Source: an optimization exercise on an open RTL-to-GDS flow (aim: small area). Production flows keep margins and buffers that such runs may drop. The RTL was checked by simulation tests, not by an equivalence proof against the original design. Power figures rest on the tool's default switching activity, not on a simulated workload.

`design/flow/design.v`:
```
package nn_accel_pkg;
    localparam int XLEN           = 32;
    localparam int WORDS_PER_LINE = 4;
    localparam int LINE_W         = XLEN * WORDS_PER_LINE;    
    localparam int FRAC_BITS      = 16;                       
    localparam int MAX_LAYERS     = 4;
    typedef logic [XLEN-1:0] word_t;
    localparam word_t FX_ONE = word_t'(1) << FRAC_BITS;       
    typedef struct packed {
        word_t spare;
        word_t total_layers;
        word_t weights_base;
        word_t neurons_base;
    } desc_hdr_t;
    typedef union packed {
        word_t [WORDS_PER_LINE-1:0] words;    
        desc_hdr_t                  hdr;      
    } line_u;
    typedef struct packed {
        logic  strobe;    
        logic  rw;        
        word_t addr;      
        word_t wdata;
    } mem_req_t;
    typedef struct packed {
        logic  ready;
        line_u line;      
    } mem_rsp_t;
    typedef struct packed {
        logic  valid;
        logic  first;     
        logic  last;      
        word_t neuron;
        word_t weight;
    } mac_op_t;
endpackage
`timescale 1ns/1ps
module nn_accel (
    input  logic         clk_i,
    input  logic         rst_i,
    input  logic         cmd_strobe_i,
    input  logic [31:0]  cmd_addr_i,
    output logic         mem_req_strobe_o,
    output logic         mem_req_rw_o,
    output logic [31:0]  mem_req_addr_o,
    output logic [31:0]  mem_req_wdata_o,
    input  logic         mem_rsp_ready_i,
    input  logic [127:0] mem_rsp_line_i,
    output logic         done_o,
    output logic [31:0]  class_o
);
    localparam logic [2:0] S_IDLE = 3'd0,    
                           S_SIZE = 3'd1,    
                           S_HDR  = 3'd2,    
                           S_WRD  = 3'd3,    
                           S_STEP = 3'd4,    
                           S_WR   = 3'd5,    
                           S_AMAX = 3'd6;    
    logic [2:0]  st_q;
    logic        wait_q;       
    logic        done_q;
    logic [29:0] nb_q;         
    logic [29:0] wp_q;         
    logic [5:0]  sp_q;         
    logic [5:0]  sc_q;         
    logic [5:0]  s2_q;         
    logic [5:0]  s3_q;
    logic [1:0]  nl_q;         
    logic [6:0]  ii_q;         
    logic [5:0]  jj_q;         
    logic [5:0]  bi_q;         
    logic [5:0]  kk_q;         
    logic [47:0] w_q;          
    logic [47:0] a_q;          
    logic [6:0] sp_full;
    logic       bias;
    logic       last_n;
    logic       last_l;
    logic       k_end;
    logic       rdy;
    logic       need;
    logic       step_en;
    logic       adv;
    assign sp_full = {sp_q == 6'd0, sp_q};
    assign bias    = (ii_q == sp_full);
    assign last_n  = (6'(jj_q + 6'd1) == sc_q);
    assign last_l  = (nl_q == 2'd0);
    assign k_end   = (kk_q == 6'd47);
    assign rdy     = mem_rsp_ready_i;
    always_comb begin
        case (st_q)
            S_SIZE, S_HDR, S_WRD, S_WR: need = 1'b1;
            S_STEP: need = !bias;
            S_AMAX: need = (jj_q != 6'd0);
            default: need = 1'b0;
        endcase
    end
    assign step_en = (st_q == S_STEP) && (bias || rdy);
    assign adv     = ((st_q == S_WR) && rdy && !last_l) ||
                     ((st_q == S_AMAX) && ((jj_q == 6'd0) || rdy));
    logic [29:0] base;
    logic        use_sp;
    logic [6:0]  off_b;
    logic        cin;
    logic [6:0]  off;
    logic [29:0] sum;
    always_comb begin
        base   = nb_q;
        use_sp = 1'b0;
        off_b  = 7'd0;
        cin    = 1'b0;
        case (st_q)
            S_SIZE: off_b = 7'd4;
            S_WRD:  begin base = wp_q; cin = rdy; end
            S_STEP: off_b = ii_q;
            S_WR:   begin use_sp = 1'b1; off_b = rdy ? 7'd0 : {1'b0, jj_q}; end
            S_AMAX: begin use_sp = 1'b1; off_b = {1'b0, bi_q}; end
            default: ;
        endcase
    end
    assign off = (use_sp ? sp_full : 7'd0) + off_b;
    assign sum = base + {23'd0, off} + {29'd0, cin};
    logic [1:0]  wsel;
    logic [31:0] ws;           
    logic        xbit;
    assign wsel = (st_q == S_WRD) ? wp_q[1:0] : sum[1:0];
    assign ws   = mem_rsp_line_i[32*wsel +: 32];
    assign xbit = bias ? (kk_q == 6'd16) : ws[kk_q[5] ? 5'd31 : kk_q[4:0]];
    assign mem_req_strobe_o = need && !wait_q;
    assign mem_req_rw_o     = (st_q == S_WR);
    assign mem_req_addr_o   = {sum, 2'b00};
    assign mem_req_wdata_o  = a_q[47:16];
    assign done_o           = done_q;
    assign class_o          = {26'd0, bi_q};
    always_ff @(posedge clk_i) begin
        if (rst_i) begin
            st_q   <= S_IDLE;
            wait_q <= 1'b0;
            done_q <= 1'b0;
        end else begin
            done_q <= 1'b0;
            if (mem_req_strobe_o) begin
                wait_q <= 1'b1;
            end else if (rdy) begin
                wait_q <= 1'b0;
            end
            case (st_q)
                S_IDLE: if (cmd_strobe_i) st_q <= S_SIZE;
                S_SIZE: if (rdy) st_q <= S_HDR;
                S_HDR:  if (rdy) st_q <= S_WRD;
                S_WRD:  if (rdy) st_q <= S_STEP;
                S_STEP: if (step_en && k_end) st_q <= bias ? S_WR : S_WRD;
                S_WR:   if (rdy && last_l) st_q <= S_AMAX;
                default: ;
            endcase
            if (adv) begin
                if (last_n && last_l) begin
                    st_q   <= S_IDLE;
                    done_q <= 1'b1;
                end else begin
                    st_q   <= S_WRD;
                end
            end
        end
    end
    always_ff @(posedge clk_i) begin
        if (st_q == S_IDLE && cmd_strobe_i) begin
            nb_q <= cmd_addr_i[31:2];
        end
        if (st_q == S_SIZE && rdy) begin
            sp_q <= mem_rsp_line_i[5:0];
            sc_q <= mem_rsp_line_i[37:32];
            s2_q <= mem_rsp_line_i[69:64];
            s3_q <= mem_rsp_line_i[101:96];
        end
        if (st_q == S_HDR && rdy) begin
            nb_q <= mem_rsp_line_i[31:2];
            wp_q <= mem_rsp_line_i[63:34];
            nl_q <= {mem_rsp_line_i[66], mem_rsp_line_i[64]};
            ii_q <= 7'd0;
            jj_q <= 6'd0;
        end
        if (st_q == S_WRD && rdy) begin
            wp_q       <= sum;
            w_q        <= {{16{ws[31]}}, ws};
            kk_q       <= 6'd0;
            a_q[15:0]  <= 16'd0;
            if (ii_q == 7'd0) begin
                a_q[47:16] <= 32'd0;
            end
        end
        if (step_en) begin
            kk_q <= kk_q + 6'd1;
            w_q  <= {w_q[46:0], 1'b0};
            if (xbit) begin
                a_q <= a_q + w_q;
            end
            if (k_end) begin
                if (!bias) begin
                    ii_q <= ii_q + 7'd1;
                end else if (a_q[47]) begin
                    a_q[47:16] <= 32'd0;           
                end
            end
        end
        if (st_q == S_AMAX) begin
            if (jj_q == 6'd0) begin
                bi_q <= 6'd0;
            end else if (rdy && (a_q[46:16] > ws[30:0])) begin
                bi_q <= jj_q;
            end
        end
        if (adv) begin
            ii_q <= 7'd0;
            if (last_n) begin
                jj_q <= 6'd0;
                if (!last_l) begin
                    nb_q <= sum;
                    sp_q <= sc_q;
                    sc_q <= s2_q;
                    s2_q <= s3_q;
                    nl_q <= nl_q - 2'd1;
                end
            end else begin
                jj_q <= jj_q + 6'd1;
            end
        end
    end
endmodule
```
`design/flow/constraint.sdc`:
```
create_clock -name core_clock -period 12.0 [get_ports {clk_i}]
set_input_delay 2.4000 -clock core_clock [delete_from_list [all_inputs] [get_ports {clk_i}]]
set_output_delay 2.4000 -clock core_clock [all_outputs]
set_load 0.01 [all_outputs]
```
`design/flow/run.sh`:
```
#!/bin/bash
# synth_recipe.tcl (not shown) runs the flow's synth.tcl, then flattens the netlist and writes it again
# the make line also repeats each setting of config.mk as NAME=value (left out here)
make -C /OpenROAD-flow-scripts/flow DESIGN_CONFIG=/design/flow/config.mk WORK_HOME=/design/flow/orfs CLKGATE_MAP_FILE= SYNTH_SCRIPT=/design/flow/synth_recipe.tcl finish
```
`design/flow/config.mk`:
```
export PLATFORM = sky130hd
export DESIGN_NAME = nn_accel
export DESIGN_NICKNAME = nn_accel
export VERILOG_FILES = /design/flow/design.v
export SDC_FILE = /design/flow/constraint.sdc
export NUM_CORES = 4
export LEC_CHECK = 0
export CAP_MARGIN = 20
export CORE_MARGIN = 2
export CORE_UTILIZATION = 40
export SLEW_MARGIN = 20
```
==> results.txt, run 1 <==
----------------------------------------------------
[CTS]
  CTS sink cnt ... 212
  Clock Root Buffer ... clkbuf_16
  Cells resized by post-CTS repair ... 0
  Setup Fix Bufs, Post-CTS ... 0
  CTS HTree Levels ... 1
  Clock slew at reported path FFs ... 0.06 ns
  Total of hold buffers inserted after clock tree synthesis ... 0
  Clock Latency Late Sink ... 0.55 ns
  Number of clock buffers inserted by TritonCTS ... 26
  TritonCTS clock tree ... built
  Largest buffer count on any clock path ... 3

[Synthesis]
  Portion of the post-synthesis area used by sequential elements ... 32.19%
  Number of flip-flops and latches in the synthesized netlist ... 212
  Synth Cell Area ... 16330 um^2
  Primary FF master, synth ... dfxtp_1
  Cell taking the most area after synthesis ... edfxtp_1
  Leading post-synthesis cells by instance count ... nand2_1, o21ai_0, dfxtp_1
  Leading cell type by number of instances after synthesis ... nand2_1
  Post-synth top area share ... 18.58%
  Top post-synthesis cells by area ... edfxtp_1, dfxtp_1, ha_1
  Number of distinct standard cells referenced by the synthesized netlist ... 80
  Number of flops mapped to enable cells by yosys ... 101
  Proportion of synthesized flip-flops having asynchronous set or reset ... 0%
  Mean post-synth cell area ... 8.684 um^2
  Count of mapped cells out of synthesis ... 1880
  Synth warn ... 1

[Placed design]
  Number of buffers added on ports ... 232
  Weighted congestion at the end of routability-driven global placement ... 0.9348
  Worst slack at placement ... 1.659 ns
  HPWL after detailed placement ... 42590 um

[Route]
  Count of vias placed by the detailed router ... 14820
  Iter 0 DRT Violations ... 1385
  Detailed-routing iteration count for the pre-antenna-repair pass ... 7
  Total routed wirelength ... 55800 um
  Vias per Instance ... 5.769
  Count of antenna-violating nets left after detailed routing ... 0
  WL per Instance ... 21.72 um
  Remaining routing DRC violations ... 0

[Critical path]
  Arrival time reported for the critical path endpoint ... 8.04 ns
  Path type of the worst setup path ... in2out
  Critical path endpoint category ... primary output
  Register-to-Register Path Depth ... 25
  CP max FO ... 13
  Worst EP required ... 9.60 ns
  Kind of start point of the critical path ... input port

[Die]
  Count of boundary I/O pins ... 263
  Starting density of the core ... 40.26%
  Total core area ... 40550 um^2
  Num rows ... 74
  Die footprint ... 42450 um^2
  Die X ... 206.0 um
  Vertical extent of the die ... 206.0 um

[Timing]
  Setup tns final ... 0 ns
  Highest Clock Rate ... 95.79 MHz
  Fin crit share ... 87.00%
  Max Clock Skew ... 0.01202 ns
  RSZ-0062 raised after global routing ... no
  Worst Tran Pin Value ... 1.134 ns
  Final Hold Viols ... 0
  # setup viols final ... 0
  Slew Viols, Final ... 0
  Final setup margin ... 1.561 ns
  Final critical-path required period ... 10.44 ns
  Slew Limit Headroom ... 24.41%

[Min path]
  Min-delay worst type ... reg2reg
  Hold Path Depth ... 2

[Outcome]
  Status ... no timing/DRC/antenna violations

[Final layout]
  Core occupancy in the finished layout ... 48.35%
  Fraction of final layout cells with drive strength greater than 1 ... 6.087%
  Number of antenna diodes ... 0
  Layout Area Growth over Synthesis ... 20.10%
  Total area of multi-input combinational cells ... 10020 um^2
  Number of nets in the layout ... 2281
  Sequential standard cell area ... 5255 um^2
  Fill cells ... 3942

[Run]
  Number of violations of the max-capacitance limit ... 0

[Power]
  Leakage power ... 8.224 nW
  Total power density per cell area ... 274.2 nW/um^2
  Worst vdd ir ... 0.1420 mV

[Global route]
  Total routing usage reported by global routing ... 26.00%
  Overall overflow remaining after global route ... 0
  Number of antenna violations at the first check in global routing ... 3
  Via count of the first global-routing pass ... 14310
  Maximum number of pins on one net before global-route repair ... 102
  Global-route wire length before repair ... 85050 um

----------------------------------------------------
## final cells by class
class | count | area share [%]
clock buffer | 39 | 3.937
timing repair buffer | 250 | 12.53
inverter | 87 | 1.691
sequential | 212 | 26.80
clock inverter | 9 | 0.5361
multi-input combinational | 1440 | 51.10
tap | 532 | 3.395
## worst max-delay path, stage by stage
cell	delay, ns
clkdlybuf4s50_1	0.80
nor2_1	0.23
a222oi_1	0.51
inv_1	0.10
ha_1	0.31
a21o_1	0.16
a21oi_1	0.24
xnor2_1	0.11
ha_1	0.33
o21ai_0	0.13
a21boi_0	0.27
o21a_1	0.18
o21ai_0	0.23
a2111oi_1	0.51
buf_4	0.24
nand2_1	0.10
nor3_1	0.37
xnor2_1	0.22
clkdlybuf4s50_1	0.59
## cells in the final DEF (no fill, tap or decap), drive strengths merged, types with 19 or more instances in the layout
master         count
nand4             28
clkbuf            39
a21o              76
o21ai            164
nand3             61
ha                96
a21oi             94
conb              28
nor2             101
dfxtp            111
clkdlybuf4s50    232
xor2              43
o211ai            25
mux4              24
edfxtp           101
xnor2             63
and2              22
nor3              33
mux2i             99
a211oi            19
inv               84
nand2            232
## logic make-up (layout without fill, tap and decap cells)
kind of cell               count (synthesis)  in the layout  share of synthesized area, %
muxes                                    140            140                         10.67
xor gates and xnor gates                 106            106                         5.687
DFF                                      212            212                         32.19
and+or+nand+nor                          551            551                         15.70
buffers and inverters                    255            385                         7.526
adders and majority gates                100            100                         7.848
other                                      1             28                       0.02297
AOI/OAI and AO/OA                        515            515                         20.36
## where the power goes
group,internal (mW),switching [mW],leakage [nW]
clock,0.488,0.331,0.428
combinational,1.39,1.88,5.93
sequential,1.02,0.279,1.86
## routing by layer
metal | GRT usage, % | wire, um | vias up | part of all wire, %
li1 | - | - | 7042 | -
met1 | 34.93 | 24090 | 7038 | 43
met2 | 42.93 | 25770 | 655 | 46
met3 | 4.967 | 4634 | 81 | 8.3
met4 | 6.531 | 1280 | 4 | 2.3
met5 | 0 | 25 | - | 0.045
## worst paths after layout
kind / end / slack (ns) / from
min: s2_q[1] / 0.45 / s3_q[1]
max reg2reg: bi_q[1] / 4.63 / st_q[2]
max: mem_req_addr_o[28] / 1.56 / mem_rsp_ready_i
min reg2reg: s2_q[1] / 0.45 / s3_q[1]
## stage by stage
stage	instances	hold WS (ns)	power [mW]	cell area [um^2]
2_1_floorplan	1907	0.4178	3.424	16430
3_3_place_gp	2521	0.4221	4.470	18720
3_5_place_dp	2521	0.4358	4.515	18720
4_1_cts	2569	0.4498	5.355	19600
5_1_grt	2569	0.4809	5.733	19610
6_report	2569	0.4478	5.376	19610
## sequential cells by signal, indices dropped and copies added, names as in the netlist, 3 cells and up
| signal | cells |
|---|---|
| s2_q | 6 |
| jj_q | 6 |
| sc_q | 6 |
| a_q | 48 |
| sp_q | 6 |
| ii_q | 7 |
| s3_q | 6 |
| kk_q | 6 |
| wp_q | 30 |
| nb_q | 30 |
| w_q | 48 |
| st_q | 3 |
| bi_q | 6 |
==> run 2, diff against run 1 <==
--- a/design/flow/design.v
+++ b/design/flow/design.v
@@ -57,3 +57,4 @@
                            S_WR   = 3'd5,    
-                           S_AMAX = 3'd6;    
+                           S_AMAX = 3'd6,    
+                           S_ACMP = 3'd7;    
     logic [2:0]  st_q;
@@ -74,2 +75,5 @@
     logic [47:0] a_q;          
+    logic [1:0]  c_q;          
+    logic        xb_q;         
+    logic        sv_q;         
     logic [6:0] sp_full;
@@ -80,11 +84,15 @@
     logic       rdy;
+    logic       skip_cmp;
     logic       need;
     logic       step_en;
+    logic       ld;
+    logic       cmp_end;
     logic       adv;
-    assign sp_full = {sp_q == 6'd0, sp_q};
-    assign bias    = (ii_q == sp_full);
-    assign last_n  = (6'(jj_q + 6'd1) == sc_q);
-    assign last_l  = (nl_q == 2'd0);
-    assign k_end   = (kk_q == 6'd47);
-    assign rdy     = mem_rsp_ready_i;
+    assign sp_full  = {sp_q == 6'd0, sp_q};
+    assign bias     = (ii_q == sp_full);
+    assign last_n   = (6'(jj_q + 6'd1) == sc_q);
+    assign last_l   = (nl_q == 2'd0);
+    assign k_end    = (kk_q == 6'd47);
+    assign rdy      = mem_rsp_ready_i;
+    assign skip_cmp = (jj_q == 6'd0) || a_q[47];
     always_comb begin
@@ -93,3 +101,3 @@
             S_STEP: need = !bias;
-            S_AMAX: need = (jj_q != 6'd0);
+            S_AMAX: need = !skip_cmp;
             default: need = 1'b0;
@@ -97,5 +105,7 @@
     end
-    assign step_en = (st_q == S_STEP) && (bias || rdy);
+    assign step_en = ((st_q == S_STEP) && (bias || rdy)) || (st_q == S_ACMP);
+    assign ld      = ((st_q == S_WRD) || (st_q == S_AMAX)) && rdy;
+    assign cmp_end = (st_q == S_ACMP) && (kk_q == 6'd56);    
     assign adv     = ((st_q == S_WR) && rdy && !last_l) ||
-                     ((st_q == S_AMAX) && ((jj_q == 6'd0) || rdy));
+                     ((st_q == S_AMAX) && skip_cmp) || cmp_end;
     logic [29:0] base;
@@ -105,2 +115,3 @@
     logic [6:0]  off;
+    logic [7:0]  lo;
     logic [29:0] sum;
@@ -121,3 +132,4 @@
     assign off = (use_sp ? sp_full : 7'd0) + off_b;
-    assign sum = base + {23'd0, off} + {29'd0, cin};
+    assign lo  = {1'b0, base[6:0]} + {1'b0, off} + {7'd0, cin};
+    assign sum = {base[29:7] + {22'd0, lo[7]}, lo[6:0]};
     logic [1:0]  wsel;
@@ -127,3 +139,11 @@
     assign ws   = mem_rsp_line_i[32*wsel +: 32];
-    assign xbit = bias ? (kk_q == 6'd16) : ws[kk_q[5] ? 5'd31 : kk_q[4:0]];
+    always_comb begin
+        if (st_q == S_ACMP) begin
+            xbit = kk_q[5] ^ kk_q[4];                         
+        end else if (bias) begin
+            xbit = (kk_q == 6'd16);                           
+        end else begin
+            xbit = ws[kk_q[5] ? 5'd31 : kk_q[4:0]];           
+        end
+    end
     assign mem_req_strobe_o = need && !wait_q;
@@ -131,5 +151,22 @@
     assign mem_req_addr_o   = {sum, 2'b00};
-    assign mem_req_wdata_o  = a_q[47:16];
+    assign mem_req_wdata_o  = a_q[47] ? 32'd0 : a_q[47:16];    
     assign done_o           = done_q;
     assign class_o          = {26'd0, bi_q};
+    logic [47:0] op;
+    logic [47:0] a_nx;
+    logic [1:0]  c_nx;
+    logic [48:0] cy;
+    assign op = xb_q ? w_q : 48'd0;
+    always_comb begin
+        cy[0] = 1'b0;
+        for (int b = 0; b < 48; b++) begin
+            logic ci;
+            if (b == 16)      ci = c_q[0];
+            else if (b == 32) ci = c_q[1];
+            else              ci = cy[b];
+            a_nx[b]   = a_q[b] ^ op[b] ^ ci;
+            cy[b + 1] = (a_q[b] & op[b]) | (a_q[b] & ci) | (op[b] & ci);
+        end
+        c_nx = {cy[32], cy[16]};
+    end
     always_ff @(posedge clk_i) begin
@@ -139,4 +176,6 @@
             done_q <= 1'b0;
+            sv_q   <= 1'b0;
         end else begin
             done_q <= 1'b0;
+            sv_q   <= step_en;
             if (mem_req_strobe_o) begin
@@ -153,2 +192,3 @@
                 S_WR:   if (rdy && last_l) st_q <= S_AMAX;
+                S_AMAX: if (rdy) st_q <= S_ACMP;
                 default: ;
@@ -182,9 +222,18 @@
         end
-        if (st_q == S_WRD && rdy) begin
-            wp_q       <= sum;
-            w_q        <= {{16{ws[31]}}, ws};
-            kk_q       <= 6'd0;
-            a_q[15:0]  <= 16'd0;
-            if (ii_q == 7'd0) begin
-                a_q[47:16] <= 32'd0;
+        xb_q <= xbit;
+        if (sv_q) begin
+            w_q <= {w_q[46:0], 1'b0};
+            a_q <= a_nx;
+            c_q <= c_nx;
+        end
+        if (ld) begin
+            w_q       <= {{16{ws[31]}}, ws};
+            kk_q      <= 6'd0;
+            a_q[15:0] <= 16'd0;
+            if (st_q == S_WRD) begin
+                wp_q <= sum;
+                if (ii_q == 7'd0) begin
+                    a_q[47:16] <= 32'd0;
+                    c_q        <= 2'd0;
+                end
             end
@@ -193,20 +242,11 @@
             kk_q <= kk_q + 6'd1;
-            w_q  <= {w_q[46:0], 1'b0};
-            if (xbit) begin
-                a_q <= a_q + w_q;
-            end
-            if (k_end) begin
-                if (!bias) begin
-                    ii_q <= ii_q + 7'd1;
-                end else if (a_q[47]) begin
-                    a_q[47:16] <= 32'd0;           
-                end
-            end
-        end
-        if (st_q == S_AMAX) begin
-            if (jj_q == 6'd0) begin
-                bi_q <= 6'd0;
-            end else if (rdy && (a_q[46:16] > ws[30:0])) begin
-                bi_q <= jj_q;
-            end
+            if (k_end && st_q == S_STEP && !bias) begin
+                ii_q <= ii_q + 7'd1;
+            end
+        end
+        if (st_q == S_AMAX && jj_q == 6'd0) begin
+            bi_q <= 6'd0;
+        end
+        if (cmp_end && !a_q[47] && (a_q[47:16] != 32'd0)) begin
+            bi_q <= jj_q;                                     
         end
--- a/design/flow/config.mk
+++ b/design/flow/config.mk
@@ -10,2 +10,3 @@
 export CORE_UTILIZATION = 40
+export CTS_BUF_LIST = sky130_fd_sc_hd__clkbuf_4
 export SLEW_MARGIN = 20
==> run 2 against run 1 <==
Compared with the run above: cell area down 10%; sequential share of layout area grew 1.8 points; sequential power fell by 5%; fmax fell by 4.7%; first-iteration DRC count decreased by 36%; utilization grew 2.4 points; critical path type unchanged; highest routed layer unchanged.
==> results.txt, run 2 <==
----------------------------------------------------
[Outcome]
  Status ... no timing/DRC/antenna violations

[Final layout]
  Number of nets in the layout ... 2098 (-8.0%)
  Fraction of final layout cells with drive strength greater than 1 ... 9.785% (+3.7 points)
  Most common cell after layout, fill and taps aside ... nand2_1
  Largest registers ranked by flip-flop count ... a_q x48, w_q x48
  Core occupancy in the finished layout ... 50.74% (+2.4 points)
  Final cell count without fillers ... 2368 (-7.8%)
  Most frequent cells in the layout ... nand2_1, clkdlybuf4s50_1, nor2_1, dfxtp_1, mux2i_1
  Layout Area Growth over Synthesis ... 24.55%
  Fill cells ... 3360 (-15%)

[Synthesis]
  Count of mapped cells out of synthesis ... 1644 (-13%)
  Synth Cell Area ... 14140 um^2 (-13%)
  Number of flops mapped to enable cells by yosys ... 72 (-29%)
  Cell taking the most area after synthesis ... dfxtp_1
  Synth warn ... 1 (unchanged)
  Proportion of synthesized flip-flops having asynchronous set or reset ... 0% (unchanged)
  Mean post-synth cell area ... 8.602 um^2 (-0.95%)
  Leading cell type by number of instances after synthesis ... nand2_1
  Primary FF master, synth ... dfxtp_1
  Number of flip-flops and latches in the synthesized netlist ... 216 (+1.9%)
  Portion of the post-synthesis area used by sequential elements ... 35.68% (+3.5 points)
  Number of distinct standard cells referenced by the synthesized netlist ... 77 (-3.8%)
  Leading post-synthesis cells by instance count ... nand2_1, nor2_1, dfxtp_1
  Post-synth top area share ... 20.39% (+1.8 points)
  Top post-synthesis cells by area ... dfxtp_1, edfxtp_1, mux2i_1

[Power]
  Reported net switching power ... 1.675 mW (-33%)
  Relative contribution of the clock network to total power ... 19.6% (+4.4 points)
  Register share of total power ... 30.5% (+6.4 points)
  Worst vdd ir ... 0.1082 mV (-24%)
  Leakage power ... 7.334 nW (-11%)
  Combinational share of power ... 49.9% (-11 points)
  Internal power consumption ... 2.309 mW (-20%)
  Switching share of power ... 42.05% (-4.2 points)
  Total power density per cell area ... 226.2 nW/um^2 (-18%)

[CTS]
  Largest buffer count on any clock path ... 3 (unchanged)
  Clock Latency Late Sink ... 0.73 ns (+0.18 ns)
  TritonCTS clock tree ... built
  Total of hold buffers inserted after clock tree synthesis ... 0 (unchanged)
  Setup Fix Bufs, Post-CTS ... 0 (unchanged)
  CTS sink cnt ... 216 (+1.9%)
  CTS HTree Levels ... 3 (+2)
  Cells resized by post-CTS repair ... 0 (unchanged)
  Clock Root Buffer ... clkbuf_4
  Clock slew at reported path FFs ... 0.06 ns (about the same)
  Number of clock buffers inserted by TritonCTS ... 68 (+160%)

[Critical path]
  Critical path endpoint category ... primary output
  Arrival time reported for the critical path endpoint ... 8.55 ns (+0.51 ns)
  Source of the worst register-to-register timing path ... xb_q
  Worst EP required ... 9.60 ns (about the same)
  Reg2Reg Capture Point ... a_q[31]
  CP startpoint ... mem_rsp_ready_i
  Kind of start point of the critical path ... input port
  Critical path capture point ... mem_req_addr_o[31]
  Register-to-Register Path Depth ... 19 (-24%)
  CP max FO ... 9 (-4)
  Setup slack of the most critical reg-to-reg path ... 4.35 ns (-0.28 ns)
  Path type of the worst setup path ... in2out

[Timing]
  Max Clock Skew ... 0.06073 ns (+0.04871 ns)
  Final setup margin ... 1.049 ns (-0.5119 ns)
  Slew Limit Headroom ... 43.76% (+19 points)
  Setup tns final ... 0 ns (unchanged)
  Worst Tran Pin Value ... 0.8405 ns (-0.2934 ns)
  Highest Clock Rate ... 91.31 MHz (-4.7%)
  # setup viols final ... 0 (unchanged)
  Final critical-path required period ... 10.95 ns (+0.5119 ns)
  Slew Viols, Final ... 0 (unchanged)
  Final Hold Viols ... 0 (unchanged)
  Fin crit share ... 91.26% (+4.3 points)
  RSZ-0062 raised after global routing ... no

[Die]
  Die X ... 192.0 um (-6.8%)
  Vertical extent of the die ... 192.0 um (-6.8%)
  Num rows ... 68 (-8.1%)
  Total core area ... 34710 um^2 (-14%)
  Die footprint ... 36870 um^2 (-13%)
  Count of boundary I/O pins ... 263 (unchanged)
  Starting density of the core ... 40.74% (+0.48 points)

[Placed design]
  HPWL after detailed placement ... 32330 um (-24%)
  Number of buffers added on ports ... 231 (-0.43%)
  Weighted congestion at the end of routability-driven global placement ... 0.9146 (-2.2%)
  Worst slack at placement ... 1.113 ns (-0.5466 ns)
  Cell count after placement ... 2245 (-11%)

[Route]
  Count of vias placed by the detailed router ... 12520 (-16%)
  Iter 0 DRT Violations ... 883 (-36%)
  Vias per Instance ... 5.286 (-8.4%)
  Count of antenna-violating nets left after detailed routing ... 0 (unchanged)
  WL per Instance ... 18.45 um (-15%)
  Detailed-routing iteration count for the pre-antenna-repair pass ... 7 (unchanged)
  Total routed wirelength ... 43700 um (-22%)
  Remaining routing DRC violations ... 0 (unchanged)

[Run]
  Number of violations of the max-capacitance limit ... 0 (unchanged)

[Global route]
  Number of antenna violations at the first check in global routing ... 6 (+3)
  Highest-utilization routing layer at the global route stage ... met2
  Global-route wire length before repair ... 68110 um (-20%)
  Total routing usage reported by global routing ... 23.82% (-2.2 points)
  Overall overflow remaining after global route ... 0 (unchanged)
  Met3 Use GR ... 6.961% (+2.0 points)
  Met2 global-route usage ... 39.68% (-3.2 points)
  Maximum number of pins on one net before global-route repair ... 71 (-30%)
  Via count of the first global-routing pass ... 12300 (-14%)
  Met1 Usage GRT ... 29.91% (-5.0 points)

[Min path]
  Min-delay worst type ... reg2reg

----------------------------------------------------
==> run 2: cell types whose count changed after synthesis, moves of 29 or more <==
cell / change
ha_1: -71
a21oi_1: -45
buf_4: -30
fa_1: +45
nor2_1: +75
nand2_1: +67
edfxtp_1: -29
a21o_1: -48
dfxtp_1: +33
xnor2_1: -35
o21ai_0: -82
==> run 2: worst min-delay path by stage <==
| stage | start | slack [ns] | cells past startpoint | to |
|---|---|---|---|---|
| floorplan | s3_q[0] | 0.42 | 2 | s2_q[0] |
| finish | s2_q[0] | 0.45 | 2 | sc_q[0] |
| detailed placement | s3_q[4] | 0.44 | 2 | s2_q[4] |
| CTS | s3_q[4] | 0.45 | 2 | s2_q[4] |
| global placement | s3_q[0] | 0.42 | 2 | s2_q[0] |
| global route | s2_q[5] | 0.48 | 2 | sc_q[5] |
==> run 2: logic make-up (layout without fill, tap and decap cells) <==
kind of cell,after synthesis,in the layout,synth area share (%)
XOR/XNOR,61,61,3.929
flip-flops,216,216,35.68
adder cells (fa/ha/maj),74,74,9.149
other,1,31,0.02652
buffers and inverters,221,460,6.937
AO/OA/AOI/OAI,293,293,13.36
AND/OR/NAND/NOR,623,623,19.30
multiplexers,155,155,11.63
==> run 2: per-stage QoR <==
| step | power (mW) | cell area [um^2] | hold WS [ns] |
|---|---|---|---|
| 2_1_floorplan | 2.481 | 14250 | 0.4178 |
| 3_3_place_gp | 3.159 | 16700 | 0.4199 |
| 3_5_place_dp | 3.215 | 16700 | 0.4374 |
| 4_1_cts | 4.015 | 17610 | 0.4523 |
| 5_1_grt | 4.324 | 17610 | 0.4773 |
| 6_report | 3.984 | 17610 | 0.4480 |
==> run 2: final cells by class <==
class / instances / area (um^2) / share of cell area [%]
clock buffers: 100 / 750.7 / 4.262
repair buffers: 252 / 2470 / 14.02
well taps: 455 / 569.3 / 3.232
clock inverters: 21 / 153.9 / 0.8738
diodes: 2 / 5.005 / 0.02842
inverters: 87 / 326.6 / 1.854
flip-flops and latches: 216 / 5046 / 28.65
multi-input cells: 1235 / 8292 / 47.08
==> run 2: worst max-delay path: stages <==
cell and delay (ns):
clkdlybuf4s50_1 0.67, nor2_1 0.20, a222oi_1 0.53, inv_1 0.09, ha_1 0.21, inv_1 0.08, fa_1 0.21, inv_1 0.05
a21oi_1 0.16, o21bai_1 0.12, xor2_1 0.17, ha_1 0.32, inv_1 0.06, o21bai_1 0.21, a21o_1 0.15, a21o_1 0.11
ha_1 0.16, ha_1 0.25, nor3b_1 0.63, nand4b_1 0.45, nor4_1 0.49, xnor2_1 0.23, clkdlybuf4s50_1 0.59
==> run 2: power groups by stage <==
stage	logic [mW]	registers [mW]	clock network, mW
2_1_floorplan	1.33	1.15	0
3_3_place_gp	1.94	1.22	0
3_5_place_dp	1.99	1.22	0
4_1_cts	2.00	1.21	0.802
5_1_grt	2.23	1.25	0.846
6_report	1.99	1.22	0.780
==> run 2: per-layer routing <==
| layer | share of wire [%] | vias to the layer above |
|---|---|---|
| li1 | - | 6090 |
| met1 | 43 | 5885 |
| met2 | 47 | 463 |
| met3 | 8.0 | 71 |
| met4 | 1.8 | 8 |
| met5 | 0.13 | - |
==> run 3, diff against run 2 <==
--- a/design/flow/config.mk
+++ b/design/flow/config.mk
@@ -10,3 +10,2 @@
 export CORE_UTILIZATION = 40
-export CTS_BUF_LIST = sky130_fd_sc_hd__clkbuf_4
 export SLEW_MARGIN = 20
==> run 3 against run 2 <==
Compared with the run above: still clean on timing, DRC and antenna; critical path depth did not move; worst setup slack got worse by 0.017 ns; fmax is 0.15% lower; sequential share of layout area about the same; clock skew decreased by 0.045 ns; utilization about the same; via count is 2.1% lower; clock power is 4.1% higher; combinational power is essentially flat.
==> results.txt, run 3 <==
----------------------------------------------------
[Outcome]
  Status ... no timing/DRC/antenna violations

[CTS]
  CTS HTree Levels ... 1 (-2)
  Clock Latency Late Sink ... 0.53 ns (-0.20 ns)
  TritonCTS clock tree ... built
  Number of clock buffers inserted by TritonCTS ... 26 (-62%)
  Largest buffer count on any clock path ... 3 (unchanged)
  Clock Root Buffer ... clkbuf_16
  CTS sink cnt ... 216 (unchanged)
  Cells resized by post-CTS repair ... 0 (unchanged)
  Total of hold buffers inserted after clock tree synthesis ... 0 (unchanged)
  Setup Fix Bufs, Post-CTS ... 0 (unchanged)
  Clock slew at reported path FFs ... 0.06 ns (about the same)

[Power]
  Register share of total power ... 30.3% (-0.2 points)
  Relative contribution of the clock network to total power ... 20.2% (+0.6 points)
  Worst vdd ir ... 0.1109 mV (+2.5%)
  Combinational share of power ... 49.5% (-0.4 points)
  Switching share of power ... 40.75% (-1.3 points)
  Total power density per cell area ... 228.3 nW/um^2 (+0.93%)
  Reported net switching power ... 1.637 mW (-2.3%)
  Internal power consumption ... 2.381 mW (+3.1%)
  Leakage power ... 7.253 nW (-1.1%)

[Final layout]
  Most common cell after layout, fill and taps aside ... nand2_1
  Fill cells ... 3302 (-1.7%)
  Number of nets in the layout ... 2056 (-2.0%)
  Layout Area Growth over Synthesis ... 24.46% (about the same)
  Fraction of final layout cells with drive strength greater than 1 ... 6.424% (-3.4 points)
  Cell area after layout ... 17600 um^2 (about the same)
  Core occupancy in the finished layout ... 50.70% (about the same)
  Total area of multi-input combinational cells ... 8292 um^2 (unchanged)
  Number of antenna diodes ... 0 (-2)
  Largest registers ranked by flip-flop count ... a_q x48, w_q x48
  Sequential standard cell area ... 5046 um^2 (unchanged)
  Most frequent cells in the layout ... nand2_1, clkdlybuf4s50_1, nor2_1, dfxtp_1, mux2i_1

[Timing]
  Final setup margin ... 1.032 ns (-0.01700 ns)
  Slew Viols, Final ... 0 (unchanged)
  # setup viols final ... 0 (unchanged)
  Worst Tran Pin Value ... 0.8442 ns (+0.003745 ns)
  Worst hold-check slack ... 0.4486 ns (+0.0006770 ns)
  Slew Limit Headroom ... 43.72% (about the same)
  Max Clock Skew ... 0.01563 ns (-0.04510 ns)
  Highest Clock Rate ... 91.17 MHz (-0.15%)
  Final critical-path required period ... 10.97 ns (+0.01700 ns)
  Fin crit share ... 91.40% (+0.14 points)
  Setup tns final ... 0 ns (unchanged)
  RSZ-0062 raised after global routing ... no
  Final Hold Viols ... 0 (unchanged)

[Route]
  Sum of met2 wire segment lengths after detailed routing ... 20550 um (-0.31%)
  Vias per Instance ... 5.346 (+1.1%)
  Count of antenna-violating nets left after detailed routing ... 0 (unchanged)
  WL met3 ... 3253 um (-7.3%)
  Count of vias placed by the detailed router ... 12250 (-2.1%)
  Iter 0 DRT Violations ... 924 (+4.6%)
  Remaining routing DRC violations ... 0 (unchanged)
  Detailed-routing iteration count for the pre-antenna-repair pass ... 7 (unchanged)
  Total routed wirelength ... 43190 um (-1.2%)
  WL per Instance ... 18.84 um (+2.1%)
  Uppermost layer routed ... met5
  Met1 routed wirelength after detailed routing ... 18640 um (-0.55%)

[Synthesis]
  Top post-synthesis cells by area ... dfxtp_1, edfxtp_1, mux2i_1
  Portion of the post-synthesis area used by sequential elements ... 35.68% (unchanged)
  Primary FF master, synth ... dfxtp_1
  Proportion of synthesized flip-flops having asynchronous set or reset ... 0% (unchanged)
  Synth Cell Area ... 14140 um^2 (unchanged)
  Mean post-synth cell area ... 8.602 um^2 (unchanged)
  Number of flip-flops and latches in the synthesized netlist ... 216 (unchanged)
  Number of flops mapped to enable cells by yosys ... 72 (unchanged)
  Count of mapped cells out of synthesis ... 1644 (unchanged)
  Cell taking the most area after synthesis ... dfxtp_1
  Post-synth top area share ... 20.39% (unchanged)
  Leading cell type by number of instances after synthesis ... nand2_1
  Leading post-synthesis cells by instance count ... nand2_1, nor2_1, dfxtp_1
  Number of distinct standard cells referenced by the synthesized netlist ... 77 (unchanged)
  Synth warn ... 1 (unchanged)

[Global route]
  Number of antenna violations at the first check in global routing ... 4 (-2)
  Maximum number of pins on one net before global-route repair ... 71 (unchanged)
  Global-route wire length before repair ... 67550 um (-0.82%)
  Total routing usage reported by global routing ... 23.37% (-0.45 points)
  Overall overflow remaining after global route ... 0 (unchanged)
  Via count of the first global-routing pass ... 12000 (-2.4%)

[Placed design]
  Worst slack at placement ... 1.113 ns (unchanged)
  Number of buffers added on ports ... 231 (unchanged)
  Area post-placement ... 16700 um^2 (unchanged)
  Weighted congestion at the end of routability-driven global placement ... 0.9146 (unchanged)
  HPWL after detailed placement ... 32330 um (unchanged)

[Die]
  Starting density of the core ... 40.74% (unchanged)
  Count of boundary I/O pins ... 263 (unchanged)
  Total core area ... 34710 um^2 (unchanged)
  Die X ... 192.0 um (unchanged)
  Die footprint ... 36870 um^2 (unchanged)
  Vertical extent of the die ... 192.0 um (unchanged)
  Num rows ... 68 (unchanged)

[Critical path]
  CP startpoint ... mem_rsp_ready_i
  Worst EP required ... 9.60 ns (about the same)
  Critical path endpoint category ... primary output
  Kind of start point of the critical path ... input port
  Arrival time reported for the critical path endpoint ... 8.57 ns (+0.02 ns)
  CP max FO ... 9 (unchanged)
  Path type of the worst setup path ... in2out
  Source of the worst register-to-register timing path ... xb_q

[Min path]
  Startpoint of the most critical hold path ... s3_q[4]
  Min-delay worst type ... reg2reg

[Run]
  Number of violations of the max-capacitance limit ... 0 (unchanged)

----------------------------------------------------
-- run 3: cell counts after synthesis --
No cell type changed its count.
-- run 3: final timing paths --
check                       end  slack [ns]  cells past startpoint
min                     s2_q[4]        0.45                      2
max reg2reg             a_q[31]        4.38                     19
max          mem_req_addr_o[31]        1.03                     23
min reg2reg             s2_q[4]        0.45                      2
-- run 3: cell type report --
class,instances,area share (%)
timing repair buffer,252,14.03
clock inverter,1,0.02844
sequential,216,28.67
tap,455,3.235
clock buffer,46,5.062
inverter,87,1.856
multi-input combinational,1235,47.11
-- run 3: power by group through the flow --
stage	clock network (mW)	logic [mW]	registers [mW]
CTS	0.830	2.00	1.21
global placement	0	1.94	1.22
detailed placement	0	1.99	1.22
global route	0.860	2.23	1.25
floorplan	0	1.33	1.15
finish	0.812	1.99	1.22
-- run 3: per-layer routing --
metal	GRT usage [%]	vias up
met1	30.33	5800
met5	0	-
met2	39.66	416
li1	-	5973
met4	4.844	8
met3	5.500	57
-- run 3: logic make-up (layout without fill, tap and decap cells) --
family,count (synthesis),count (layout),share of synthesized area [%]
AND/OR/NAND/NOR,623,623,19.30
AO/OA/AOI/OAI,293,293,13.36
buffers and inverters,221,386,6.937
flip-flops,216,216,35.68
multiplexers,155,155,11.63
adder cells (fa/ha/maj),74,74,9.149
XOR/XNOR,61,61,3.929
other,1,29,0.02652
-- run 3: critical path, cell delays in order --
cell and delay (ns):
clkdlybuf4s50_1 0.68, nor2_1 0.19, a222oi_1 0.50, inv_1 0.09, ha_1 0.21, inv_1 0.08
fa_1 0.21, inv_1 0.05, a21oi_1 0.16, o21bai_1 0.12, xor2_1 0.16, ha_1 0.32
inv_1 0.06, o21bai_1 0.22, a21o_1 0.15, a21o_1 0.11, ha_1 0.16, ha_1 0.25
nor3b_1 0.65, nand4b_1 0.46, nor4_1 0.51, xnor2_1 0.23, clkdlybuf4s50_1 0.60
-- run 3: metrics by stage --
step           total power, mW  instances
6_report                 4.018       2292
4_1_cts                  4.044       2292
5_1_grt                  4.341       2292
3_5_place_dp             3.215       2245
3_3_place_gp             3.159       2245
2_1_floorplan            2.481       1672
==> run 4, diff against run 3 <==
--- a/design/flow/design.v
+++ b/design/flow/design.v
@@ -94,3 +94,3 @@
     assign last_l   = (nl_q == 2'd0);
-    assign k_end    = (kk_q == 6'd47);
+    assign k_end    = bias ? (kk_q == 6'd49) : (kk_q == 6'd47);
     assign rdy      = mem_rsp_ready_i;
@@ -107,3 +107,3 @@
     assign ld      = ((st_q == S_WRD) || (st_q == S_AMAX)) && rdy;
-    assign cmp_end = (st_q == S_ACMP) && (kk_q == 6'd56);    
+    assign cmp_end = (st_q == S_ACMP) && (kk_q == 6'd51);    
     assign adv     = ((st_q == S_WR) && rdy && !last_l) ||
@@ -141,5 +141,5 @@
         if (st_q == S_ACMP) begin
-            xbit = kk_q[5] ^ kk_q[4];                         
+            xbit = kk_q[5] | kk_q[4];                         
         end else if (bias) begin
-            xbit = (kk_q == 6'd16);                           
+            xbit = (kk_q == 6'd16) || (kk_q[5:4] == 2'b11);   
         end else begin
@@ -158,3 +158,3 @@
     logic [48:0] cy;
-    assign op = xb_q ? w_q : 48'd0;
+    assign op = w_q;
     always_comb begin
@@ -225,2 +225,4 @@
             w_q <= {w_q[46:0], 1'b0};
+        end
+        if (sv_q && xb_q) begin
             a_q <= a_nx;
==> run 4 against run 3 <==
Compared with the run above: still clean on timing, DRC and antenna; sequential share of layout area grew 0.68 points; combinational power increased by 13%; first-iteration DRC count up 4.4%; routed wire length shrank 1.2%; sequential cell count is the same; non-clock buffer count increased by 3; die area is 2.3% lower; fmax increased by 2.8%; worst setup slack improved by 0.30 ns; worst hold slack improved by 0.015 ns; critical path depth increased by 2; cell area fell by 2.3%; largest power group unchanged.
==> results.txt, run 4 <==
----------------------------------------------------
[CTS]
  Number of clock buffers inserted by TritonCTS ... 25 (-3.8%)
  Largest buffer count on any clock path ... 3 (unchanged)
  Total of hold buffers inserted after clock tree synthesis ... 0 (unchanged)
  Setup Fix Bufs, Post-CTS ... 0 (unchanged)
  Clock Latency Late Sink ... 0.54 ns (about the same)
  Clock slew at reported path FFs ... 0.05 ns (about the same)
  Cells resized by post-CTS repair ... 0 (unchanged)
  CTS HTree Levels ... 1 (unchanged)
  TritonCTS clock tree ... built
  CTS sink cnt ... 216 (unchanged)
  Clock Root Buffer ... clkbuf_16

[Global route]
  Total routing usage reported by global routing ... 23.83% (+0.46 points)
  Maximum number of pins on one net before global-route repair ... 79 (+11%)
  Overall overflow remaining after global route ... 0 (unchanged)
  Via count of the first global-routing pass ... 11960 (-0.28%)
  Number of antenna violations at the first check in global routing ... 7 (+3)
  Global-route wire length before repair ... 67160 um (-0.57%)

[Critical path]
  Setup slack of the most critical reg-to-reg path ... 5.08 ns (+0.70 ns)
  Slowest stage cell, crit path ... clkdlybuf4s50_1
  Source of the worst register-to-register timing path ... w_q[0]
  Arrival time reported for the critical path endpoint ... 8.27 ns (-0.30 ns)
  Kind of start point of the critical path ... input port
  CP max FO ... 14 (+5)
  Slowest stage delay, CP ... 0.62 ns (-0.06 ns)
  Worst EP required ... 9.60 ns (about the same)
  Path length in cells of the critical path ... 25 (+8.7%)
  Cell family with most CP delay ... simple AND/OR/NAND/NOR gates
  Critical path capture point ... mem_req_addr_o[29]
  Critical path endpoint category ... primary output
  CP startpoint ... mem_rsp_ready_i
  Reg2Reg Capture Point ... a_q[15]
  Register-to-Register Path Depth ... 18 (-1)
  Buffers and inverters on the worst path ... 7 (+1)
  Path type of the worst setup path ... in2out

[Timing]
  RSZ-0062 raised after global routing ... no
  Highest Clock Rate ... 93.72 MHz (+2.8%)
  Fin crit share ... 88.91% (-2.5 points)
  Final critical-path required period ... 10.67 ns (-0.2987 ns)
  Final setup margin ... 1.330 ns (+0.2987 ns)
  Slew Limit Headroom ... 35.05% (-8.7 points)
  Worst hold-check slack ... 0.4640 ns (+0.01533 ns)
  # setup viols final ... 0 (unchanged)
  Final Hold Viols ... 0 (unchanged)
  Setup tns final ... 0 ns (unchanged)
  Slew Viols, Final ... 0 (unchanged)
  Worst Tran Pin Value ... 0.9742 ns (+0.1299 ns)
  Max Clock Skew ... 0.03079 ns (+0.01515 ns)

[Route]
  Count of antenna-violating nets left after detailed routing ... 0 (unchanged)
  Total routed wirelength ... 42660 um (-1.2%)
  Vias per Instance ... 5.373 (+0.50%)
  Count of vias placed by the detailed router ... 11960 (-2.4%)
  Iter 0 DRT Violations ... 965 (+4.4%)
  WL per Instance ... 19.16 um (+1.7%)
  Remaining routing DRC violations ... 0 (unchanged)
  Detailed-routing iteration count for the pre-antenna-repair pass ... 8 (+1)

[Placed design]
  Cell count after placement ... 2177 (-3.0%)
  Worst slack at placement ... 1.373 ns (+0.2604 ns)
  HPWL after detailed placement ... 31470 um (-2.7%)
  Weighted congestion at the end of routability-driven global placement ... 0.8989 (-1.7%)
  Area post-placement ... 16390 um^2 (-1.9%)
  Number of buffers added on ports ... 231 (unchanged)

[Power]
  Worst vdd ir ... 0.1753 mV (+58%)
  Switching share of power ... 42.16% (+1.4 points)
  Relative contribution of the clock network to total power ... 17.7% (-2.5 points)
  Register share of total power ... 29.1% (-1.2 points)
  Combinational share of power ... 53.2% (+3.7 points)
  Leakage power ... 6.870 nW (-5.3%)
  Total power density per cell area ... 246.2 nW/um^2 (+7.8%)
  Internal power consumption ... 2.447 mW (+2.8%)
  Overall Power ... 4.232 mW (+5.3%)
  Reported net switching power ... 1.784 mW (+9.0%)

[Synthesis]
  Proportion of synthesized flip-flops having asynchronous set or reset ... 0% (unchanged)
  Post-synth top area share ... 20.88% (+0.49 points)
  Top post-synthesis cells by area ... dfxtp_1, edfxtp_1, mux2i_1
  Synth Cell Area ... 13810 um^2 (-2.4%)
  Leading post-synthesis cells by instance count ... nand2_1, nor2_1, dfxtp_1
  Number of distinct standard cells referenced by the synthesized netlist ... 78 (+1.3%)
  Primary FF master, synth ... dfxtp_1
  Count of mapped cells out of synthesis ... 1569 (-4.6%)
  Mean post-synth cell area ... 8.801 um^2 (+2.3%)
  Synth warn ... 1 (unchanged)
  Leading cell type by number of instances after synthesis ... nand2_1
  Cell taking the most area after synthesis ... dfxtp_1
  Number of flops mapped to enable cells by yosys ... 72 (unchanged)
  Number of flip-flops and latches in the synthesized netlist ... 216 (unchanged)
  Portion of the post-synthesis area used by sequential elements ... 36.53% (+0.86 points)

[Final layout]
  Core occupancy in the finished layout ... 50.14% (-0.56 points)
  Layout Area Growth over Synthesis ... 24.49% (about the same)
  Most frequent cells in the layout ... clkdlybuf4s50_1, nand2_1, nor2_1, dfxtp_1
  Most common cell after layout, fill and taps aside ... clkdlybuf4s50_1
  Final cell count without fillers ... 2226 (-2.9%)
  Largest registers ranked by flip-flop count ... a_q x48, w_q x48
  Number of nets in the layout ... 1983 (-3.6%)
  Cell area after layout ... 17190 um^2 (-2.3%)
  Fraction of final layout cells with drive strength greater than 1 ... 6.791% (+0.37 points)

[Die]
  Starting density of the core ... 40.27% (-0.47 points)
  Die X ... 189.8 um (-1.2%)
  Num rows ... 68 (unchanged)
  Total core area ... 34290 um^2 (-1.2%)
  Die footprint ... 36020 um^2 (-2.3%)
  Vertical extent of the die ... 189.8 um (-1.2%)
  Count of boundary I/O pins ... 263 (unchanged)

[Run]
  Number of violations of the max-capacitance limit ... 0 (unchanged)

[Min path]
  Min-delay worst type ... reg2reg

[Outcome]
  Status ... no timing/DRC/antenna violations

----------------------------------------------------
run 4: cell count changes in the layout (fill, tap and decap cells not counted), moves of 10 or more:
cell,change
inv_1,+18
and2_1,-19
a21o_1,-21
a31oi_1,-16
nand2_1,-83
o21ai_0,+26
nand3_1,-18
mux2i_1,-17
a222oi_1,+10
a21oi_1,+43
run 4: power by group through the flow:
| stage | sequential [mW] | clock [mW] | combinational, mW |
|---|---|---|---|
| 2_1_floorplan | 1.18 | 0 | 1.47 |
| 3_3_place_gp | 1.24 | 0 | 2.20 |
| 3_5_place_dp | 1.24 | 0 | 2.23 |
| 4_1_cts | 1.23 | 0.765 | 2.24 |
| 5_1_grt | 1.27 | 0.792 | 2.47 |
| 6_report | 1.23 | 0.747 | 2.25 |
run 4: logic make-up after synthesis:
group	count (synthesis)	synth area share, %
other	1	0.02716
AND/OR/NAND/NOR	509	16.29
flip-flops	216	36.53
multiplexers	147	11.29
adder cells (fa/ha/maj)	70	9.007
XOR/XNOR	56	3.851
AO/OA/AOI/OAI	335	15.52
buffers and inverters	235	7.475
run 4: routing by layer:
metal | part of all wire (%) | track usage, % | up-vias | wire length, um
met1 | 45 | 31.90 | 5690 | 19040
met2 | 46 | 39.80 | 405 | 19770
met4 | 2.8 | 7.007 | 4 | 1180
met3 | 6.2 | 3.800 | 65 | 2634
li1 | - | - | 5797 | -
met5 | 0.063 | 0 | - | 27
run 4: area by class of cell:
cell class	instances	area, um^2
Multi-Input combinational cell	1146	7893
Clock inverter	12	131.4
Timing Repair Buffer	255	2492
Clock buffer	33	655.6
Antenna cell	4	10.01
Tap cell	455	569.3
Fill cell	3228	17100
Inverter	105	394.1
Sequential cell	216	5045
run 4: how the worst min path moves through the flow:
stage / startpoint / to / depth (start not counted)
3_3_place_gp: a_q[0] / a_q[0] / 2
4_1_cts: a_q[0] / a_q[0] / 2
5_1_grt: a_q[0] / a_q[0] / 2
3_5_place_dp: a_q[0] / a_q[0] / 2
2_1_floorplan: a_q[0] / a_q[0] / 2
6_report: a_q[0] / a_q[0] / 2
run 4: worst register-to-register path: cells and delay by family, from the launching register on:
family,cells,cell delay [ns]
adders and majority gates,16,6.18
AOI/OAI and AO/OA,1,0.20
buffers and inverters,1,0.08
DFF,1,0.40
==> run 5, diff against run 4 <==
==> design/flow/flow/run.sh (new file) <==
#!/bin/bash
# The standard layout, with two changes:
#  - synthesis maps the logic with an area-oriented ABC script (flow/area.abc);
#    every other synthesis step, and so every register, is the standard one
#  - the ports are buffered with the smallest buffer cell
#  - the clock tree uses fewer, larger register clusters
set -euo pipefail
here=$(pwd)
cat > "$here/synth_area.tcl" <<EOT
proc synth {args} { yosys synth -nofsm -noshare {*}\$args }
proc abc {args} {
  set i [lsearch \$args -script]
  set args [lreplace \$args [expr {\$i + 1}] [expr {\$i + 1}] $here/flow/area.abc]
  yosys abc {*}\$args
}
EOT
# the rest is the standard flow's own synthesis script, unchanged
tail -n +2 "$here/synth_recipe.tcl" >> "$here/synth_area.tcl"
export BUFFER_PORTS_ARGS="-buffer_cell sky130_fd_sc_hd__buf_1"
# a few large clusters of registers per clock buffer, no dummy loads
export CTS_ARGS="-sink_clustering_enable -repair_clock_nets -sink_clustering_size 16 -sink_clustering_max_diameter 60 -buf_list sky130_fd_sc_hd__clkbuf_8 -dont_use_dummy_load"
bash standard.sh "SYNTH_SCRIPT=$here/synth_area.tcl" finish > "$here/flow_make.log" 2>&1
==> design/flow/flow/area.abc (new file) <==
strash
dc2
dch -f
amap
strash
dc2
dch -f
amap
strash
dch -f
amap
==> design/flow/standard.sh (new file) <==
#!/bin/bash
# synth_recipe.tcl (not shown) runs the flow's synth.tcl, then flattens the netlist and writes it again
# the make line also repeats each setting of config.mk as NAME=value (left out here)
make -C /OpenROAD-flow-scripts/flow DESIGN_CONFIG=/design/flow/config.mk WORK_HOME=/design/flow/orfs CLKGATE_MAP_FILE= SYNTH_SCRIPT=/design/flow/synth_recipe.tcl "${@:-finish}"
removed: design/flow/run.sh
==> run 5 against run 4 <==
Compared with the run above: sequential share of layout area up 7.0 points; non-clock buffer count is 2 higher; critical path type unchanged; worst setup slack worse by 0.36 ns; still clean.
==> results.txt, run 5 <==
----------------------------------------------------
[CTS]
  Number of clock buffers inserted by TritonCTS ... 23 (-8.0%)
  Largest buffer count on any clock path ... 3 (unchanged)
  Clock slew at reported path FFs ... 0.10 ns (+0.05 ns)
  Clock Root Buffer ... clkbuf_8
  TritonCTS clock tree ... built
  Clock Latency Late Sink ... 0.56 ns (+0.02 ns)
  Total of hold buffers inserted after clock tree synthesis ... 0 (unchanged)
  Setup Fix Bufs, Post-CTS ... 0 (unchanged)
  Cells resized by post-CTS repair ... 0 (unchanged)
  CTS sink cnt ... 216 (unchanged)
  CTS HTree Levels ... 1 (unchanged)

[Critical path]
  Worst EP required ... 9.60 ns (about the same)
  Critical path endpoint category ... primary output
  Arrival time reported for the critical path endpoint ... 8.63 ns (+0.36 ns)
  CP startpoint ... mem_rsp_ready_i
  Buffers and inverters on the worst path ... 8 (+1)
  Slowest stage cell, crit path ... fa_1
  CP max FO ... 6 (-8)
  Source of the worst register-to-register timing path ... st_q[2]
  Cell family with most CP delay ... simple AND/OR/NAND/NOR gates
  Critical Path Most Common Cell ... nand2_1
  Kind of start point of the critical path ... input port
  Path type of the worst setup path ... in2out
  Slowest stage delay, CP ... 0.45 ns (-0.17 ns)

[Final layout]
  Most frequent cells in the layout ... o22ai_1, buf_1, nor2_1, clkinv_1, dfxtp_1
  Number of nets in the layout ... 1865 (-6.0%)
  Most common cell after layout, fill and taps aside ... o22ai_1
  Number of antenna diodes ... 0 (-4)
  Fraction of final layout cells with drive strength greater than 1 ... 3.560% (-3.2 points)
  Final cell count without fillers ... 2019 (-9.3%)
  Largest registers ranked by flip-flop count ... a_q x48, w_q x48
  Layout Area Growth over Synthesis ... 15.22%

[Placed design]
  Number of buffers added on ports ... 231 (unchanged)
  Weighted congestion at the end of routability-driven global placement ... 0.8904 (-0.95%)
  Cell count after placement ... 1995 (-8.4%)
  HPWL after detailed placement ... 27030 um (-14%)

[Timing]
  Final Hold Viols ... 0 (unchanged)
  Final critical-path required period ... 11.03 ns (+0.3615 ns)
  Worst hold-check slack ... 0.4111 ns (-0.05289 ns)
  Max Clock Skew ... 0.04357 ns (+0.01278 ns)
  Setup tns final ... 0 ns (unchanged)
  Slew Limit Headroom ... 29.02% (-6.0 points)
  Slew Viols, Final ... 0 (unchanged)
  Highest Clock Rate ... 90.65 MHz (-3.3%)
  Fin crit share ... 91.93% (+3.0 points)
  # setup viols final ... 0 (unchanged)
  RSZ-0062 raised after global routing ... no
  Worst Tran Pin Value ... 1.065 ns (+0.09051 ns)

[Synthesis]
  Top post-synthesis cells by area ... dfxtp_1, edfxtp_1, o22ai_1
  Cell taking the most area after synthesis ... dfxtp_1
  Count of mapped cells out of synthesis ... 1350 (-14%)
  Number of flip-flops and latches in the synthesized netlist ... 216 (unchanged)
  Proportion of synthesized flip-flops having asynchronous set or reset ... 0% (unchanged)
  Leading post-synthesis cells by instance count ... o22ai_1, nor2_1, clkinv_1
  Number of distinct standard cells referenced by the synthesized netlist ... 43 (-45%)
  Synth Cell Area ... 12030 um^2 (-13%)
  Number of flops mapped to enable cells by yosys ... 72 (unchanged)
  Portion of the post-synthesis area used by sequential elements ... 41.93% (+5.4 points)
  Synth warn ... 1 (unchanged)
  Leading cell type by number of instances after synthesis ... o22ai_1
  Mean post-synth cell area ... 8.912 um^2 (+1.3%)
  Post-synth top area share ... 23.96% (+3.1 points)
  Primary FF master, synth ... dfxtp_1

[Global route]
  Via count of the first global-routing pass ... 10970 (-8.3%)
  Global-route wire length before repair ... 60420 um (-10%)
  Number of antenna violations at the first check in global routing ... 0 (-7)
  Overall overflow remaining after global route ... 0 (unchanged)
  Total routing usage reported by global routing ... 24.05% (+0.22 points)
  Maximum number of pins on one net before global-route repair ... 93 (+18%)

[Die]
  Count of boundary I/O pins ... 263 (unchanged)
  Num rows ... 63 (-7.4%)
  Die X ... 177.4 um (-6.5%)
  Starting density of the core ... 40.59% (+0.32 points)
  Vertical extent of the die ... 177.4 um (-6.5%)
  Total core area ... 29640 um^2 (-14%)
  Die footprint ... 31480 um^2 (-13%)

[Run]
  Number of violations of the max-capacitance limit ... 0 (unchanged)

[Power]
  Total power density per cell area ... 265.4 nW/um^2 (+7.8%)
  Leakage power ... 4.767 nW (-31%)
  Overall Power ... 3.680 mW (-13%)
  Worst vdd ir ... 0.2326 mV (+33%)

[Route]
  Vias per Instance ... 5.794 (+7.8%)
  Iter 0 DRT Violations ... 1011 (+4.8%)
  Remaining routing DRC violations ... 0 (unchanged)
  Detailed-routing iteration count for the pre-antenna-repair pass ... 5 (-3)
  WL per Instance ... 19.10 um (-0.35%)
  Count of antenna-violating nets left after detailed routing ... 0 (unchanged)
  Total routed wirelength ... 38560 um (-9.6%)
  Count of vias placed by the detailed router ... 11700 (-2.2%)

[Outcome]
  Status ... no timing/DRC/antenna violations

[Min path]
  Min-delay worst type ... reg2reg
  Startpoint of the most critical hold path ... s3_q[4]

----------------------------------------------------
## run 5: cell count changes after synthesis, moves of 47 or more
cell	before	now
o22ai_1	4	249
clkinv_1	1	174
nand2_1	215	56
inv_1	104	0
mux2i_1	104	0
clkbuf_1	75	0
o21ai_0	104	57
## run 5: metrics by stage
| step | setup WS (ns) | instance area (um^2) | util, % |
|---|---|---|---|
| after global routing | 0.04315 | 13860 | 46.77 |
| after global placement | 1.190 | 13510 | 45.57 |
| after detailed placement | 1.032 | 13520 | 45.62 |
| after floorplan | 0.3676 | 12140 | - |
| after CTS | 1.004 | 13840 | 46.69 |
| final | 0.9689 | 13860 | 46.77 |
## run 5: final timing paths
kind	end	slack, ns	cells past startpoint
hold reg to reg	s2_q[4]	0.41	2
setup / recovery	mem_req_addr_o[31]	0.97	43
hold / removal	s2_q[4]	0.41	2
setup reg to reg	wp_q[29]	4.64	42
## run 5: kinds of logic (layout without fill, tap and decap cells)
kind of cell / Yosys count / in the layout / synth area share (%)
compound gates: 537 / 537 / 29.20
flops: 216 / 216 / 41.93
buf+inv: 203 / 454 / 7.238
fa+ha+maj: 70 / 70 / 10.34
simple gates: 322 / 322 / 11.19
xor+xnor: 1 / 1 / 0.07281
other cells: 1 / 29 / 0.03117
## run 5: per-layer routing
metal  up-vias  wire [um]  track usage, %
li1       5623          -               -
met1      5552      17620           34.63
met2       482      17460           38.44
met3        42       2866           3.192
met4         0        603           5.328
met5         -          0               0
## run 5: area by class of cell
type                       count  area [um^2]
clock buffer                  23        316.6
fill                        3013        15780
inverter                     174        653.1
multi-input combinational    959         6274
sequential                   216         5045
tap                          390        488.0
timing repair buffer         257         1087
## run 5: report_power, final
group | switching (mW) | total (mW) | internal (mW)
sequential | 0.163 | 1.19 | 1.03
clock | 0.252 | 0.422 | 0.171
combinational | 1.32 | 2.07 | 0.745
## run 5: worst register-to-register path, delay by kind of cell (launching register included)
family          cells  cell delay [ns]
flops               1             0.57
fa+ha+maj           5             1.43
compound gates      7             1.05
simple gates       26             3.88
buf+inv             4             0.32
==> run 6, diff against run 5 <==
--- a/design/flow/design.v
+++ b/design/flow/design.v
@@ -124,5 +124,5 @@
             S_SIZE: off_b = 7'd4;
-            S_WRD:  begin base = wp_q; cin = rdy; end
+            S_WRD:  begin base = wp_q; cin = wait_q; end
             S_STEP: off_b = ii_q;
-            S_WR:   begin use_sp = 1'b1; off_b = rdy ? 7'd0 : {1'b0, jj_q}; end
+            S_WR:   begin use_sp = 1'b1; off_b = wait_q ? 7'd0 : {1'b0, jj_q}; end
             S_AMAX: begin use_sp = 1'b1; off_b = {1'b0, bi_q}; end
@@ -207,3 +207,3 @@
         if (st_q == S_IDLE && cmd_strobe_i) begin
-            nb_q <= cmd_addr_i[31:2];
+            nb_q <= {cmd_addr_i[31:4], 2'b00};    
         end
==> run 6 against run 5 <==
Compared with the run above: die area decreased by 0.18%; count of clock-buffer cells in the layout is the same; sequential share of layout area increased by 0.20 points; worst setup slack gained 1.1 ns; clock power grew 1%; clock skew grew 0.015 ns; area after synthesis fell by 0.19%; power fell by 5.4%; worst hold slack improved by 0.037 ns; synthesized cell count fell by 0.52%; register-to-register slack improved by 0.23 ns; utilization decreased by 0.26 points.
==> results.txt, run 6 <==
----------------------------------------------------
[Critical path]
  Kind of start point of the critical path ... register
  Source of the worst register-to-register timing path ... a_q[16]
  Critical path endpoint category ... primary output
  Cell family with most CP delay ... simple AND/OR/NAND/NOR gates
  Buffers and inverters on the worst path ... 6 (-2)
  Path type of the worst setup path ... reg2out
  Slowest stage delay, CP ... 0.49 ns (+0.04 ns)
  Slowest stage cell, crit path ... dfxtp_1
  Arrival time reported for the critical path endpoint ... 7.50 ns (-1.13 ns)
  Worst EP required ... 9.60 ns (about the same)
  CP startpoint ... st_q[0]
  Critical Path Most Common Cell ... nand2_1

[CTS]
  Number of clock buffers inserted by TritonCTS ... 23 (unchanged)
  CTS sink cnt ... 216 (unchanged)
  Clock Latency Late Sink ... 0.57 ns (about the same)
  Clock slew at reported path FFs ... 0.11 ns (about the same)
  Clock Root Buffer ... clkbuf_8
  Largest buffer count on any clock path ... 3 (unchanged)
  Total of hold buffers inserted after clock tree synthesis ... 0 (unchanged)
  CTS HTree Levels ... 1 (unchanged)
  TritonCTS clock tree ... built

[Final layout]
  Number of nets in the layout ... 1852 (-0.70%)
  Total area of multi-input combinational cells ... 6243 um^2 (-0.48%)
  Largest registers ranked by flip-flop count ... a_q x48, w_q x48
  Fill cells ... 2996 (-0.56%)
  Fraction of final layout cells with drive strength greater than 1 ... 3.403% (-0.16 points)
  Sequential standard cell area ... 5045 um^2 (unchanged)
  Layout Area Growth over Synthesis ... 14.79%
  Core occupancy in the finished layout ... 46.51% (-0.26 points)

[Synthesis]
  Leading post-synthesis cells by instance count ... o22ai_1, nor2_1, clkinv_1
  Post-synth top area share ... 24.01% (+0.045 points)
  Synth Cell Area ... 12010 um^2 (-0.19%)
  Portion of the post-synthesis area used by sequential elements ... 42.01% (+0.079 points)
  Cell taking the most area after synthesis ... dfxtp_1
  Number of flip-flops and latches in the synthesized netlist ... 216 (unchanged)
  Synth warn ... 1 (unchanged)
  Count of mapped cells out of synthesis ... 1343 (-0.52%)
  Number of distinct standard cells referenced by the synthesized netlist ... 40 (-7.0%)
  Primary FF master, synth ... dfxtp_1

[Timing]
  # setup viols final ... 0 (unchanged)
  Slew Limit Headroom ... 31.05% (+2.0 points)
  RSZ-0062 raised after global routing ... no
  Final Hold Viols ... 0 (unchanged)
  Highest Clock Rate ... 101.0 MHz (+11%)
  Worst Tran Pin Value ... 1.028 ns (-0.03685 ns)
  Slew Viols, Final ... 0 (unchanged)

[Die]
  Die X ... 177.3 um (about the same)
  Die footprint ... 31420 um^2 (-0.18%)
  Total core area ... 29640 um^2 (unchanged)
  Count of boundary I/O pins ... 263 (unchanged)

[Route]
  Count of antenna-violating nets left after detailed routing ... 0 (unchanged)
  Count of vias placed by the detailed router ... 11690 (-0.094%)
  WL per Instance ... 19.39 um (+1.5%)
  Detailed-routing iteration count for the pre-antenna-repair pass ... 5 (unchanged)
  Total routed wirelength ... 38900 um (+0.89%)
  Vias per Instance ... 5.827 (+0.55%)
  Remaining routing DRC violations ... 0 (unchanged)
  Iter 0 DRT Violations ... 1023 (+1.2%)

[Global route]
  Via count of the first global-routing pass ... 10750 (-1.9%)
  Total routing usage reported by global routing ... 24.08% (+0.035 points)
  Maximum number of pins on one net before global-route repair ... 80 (-14%)
  Overall overflow remaining after global route ... 0 (unchanged)
  Number of antenna violations at the first check in global routing ... 0 (unchanged)

[Outcome]
  Status ... no timing/DRC/antenna violations

[Placed design]
  Number of buffers added on ports ... 229 (-0.87%)
  Weighted congestion at the end of routability-driven global placement ... 0.9044 (+1.6%)
  HPWL after detailed placement ... 27520 um (+1.8%)

[Power]
  Total power density per cell area ... 252.5 nW/um^2 (-4.9%)
  Leakage power ... 4.694 nW (-1.5%)

[Min path]
  Startpoint of the most critical hold path ... s2_q[2]

[Run]
  Number of violations of the max-capacitance limit ... 0 (unchanged)

----------------------------------------------------
-- run 6: cell types whose count changed after synthesis, moves of 4 or more --
cell and delta:
o221ai_1 +4, o21ai_0 +10, o22a_1 +12, nand2_1 +8, a22o_1 -5, a21oi_1 -10, nor2_1 -15, clkinv_1 +4
-- run 6: kinds of logic (layout without fill, tap and decap cells) --
kind of cell / count (synthesis) / after routing / share of synthesized area [%]
adders and majority gates: 70 / 70 / 10.36
DFF: 216 / 216 / 42.01
AOI/OAI and AO/OA: 540 / 540 / 29.56
and+or+nand+nor: 309 / 309 / 10.67
other: 1 / 29 / 0.03123
buffers and inverters: 207 / 452 / 7.377
-- run 6: area by class of cell --
cell class	count	area share, %
inverters	178	4.847
repair buffers	251	7.433
clock buffers	23	2.296
flip-flops and latches	216	36.59
multi-input cells	948	45.29
well taps	390	3.540
-- run 6: power breakdown --
part / switching, mW / leakage (nW) / internal [mW]
registers: 0.169 / 1.85 / 1.03
logic: 1.18 / 2.68 / 0.680
clock network: 0.256 / 0.165 / 0.171
-- run 6: metrics by stage --
stage / cells / power (mW) / instance area (um^2) / worst slack [ns] / hold WS (ns)
floorplan: 1371 / 2.448 / 12120 / 3.255 / 0.4178
global placement: 1983 / 3.007 / 13460 / 2.958 / 0.4219
detailed placement: 1983 / 3.047 / 13460 / 2.784 / 0.4293
CTS: 2006 / 3.475 / 13780 / 2.174 / 0.4468
global route: 2006 / 3.753 / 13790 / 1.158 / 0.4884
finish: 2006 / 3.480 / 13790 / 2.101 / 0.4484
-- run 6: metal layers --
| metal | wire length, um | track usage (%) | vias up |
|---|---|---|---|
| met4 | 860 | 7.104 | 0 |
| met3 | 2692 | 2.899 | 51 |
| met5 | 0 | 0 | - |
| li1 | - | - | 5579 |
| met1 | 17550 | 34.75 | 5568 |
| met2 | 17790 | 37.87 | 490 |
-- run 6: path summary, 6_finish.rpt --
| path | cells after the start | slack (ns) | to |
|---|---|---|---|
| max | 43 | 2.10 | mem_req_addr_o[31] |
| max reg2reg | 20 | 4.87 | a_q[31] |
| min reg2reg | 2 | 0.45 | sc_q[2] |
| min | 2 | 0.45 | sc_q[2] |
-- run 6: worst reg2reg max path, cell delays in order (launching register included) --
cell	delay (ns)
dfxtp_1	0.44
fa_1	0.21
clkinv_1	0.08
fa_1	0.39
fa_1	0.40
fa_1	0.40
fa_1	0.39
fa_1	0.40
fa_1	0.40
fa_1	0.41
fa_1	0.40
fa_1	0.40
fa_1	0.40
fa_1	0.39
fa_1	0.40
fa_1	0.40
fa_1	0.39
fa_1	0.49
nor2_1	0.04
a21oi_1	0.13
nor2_1	0.05
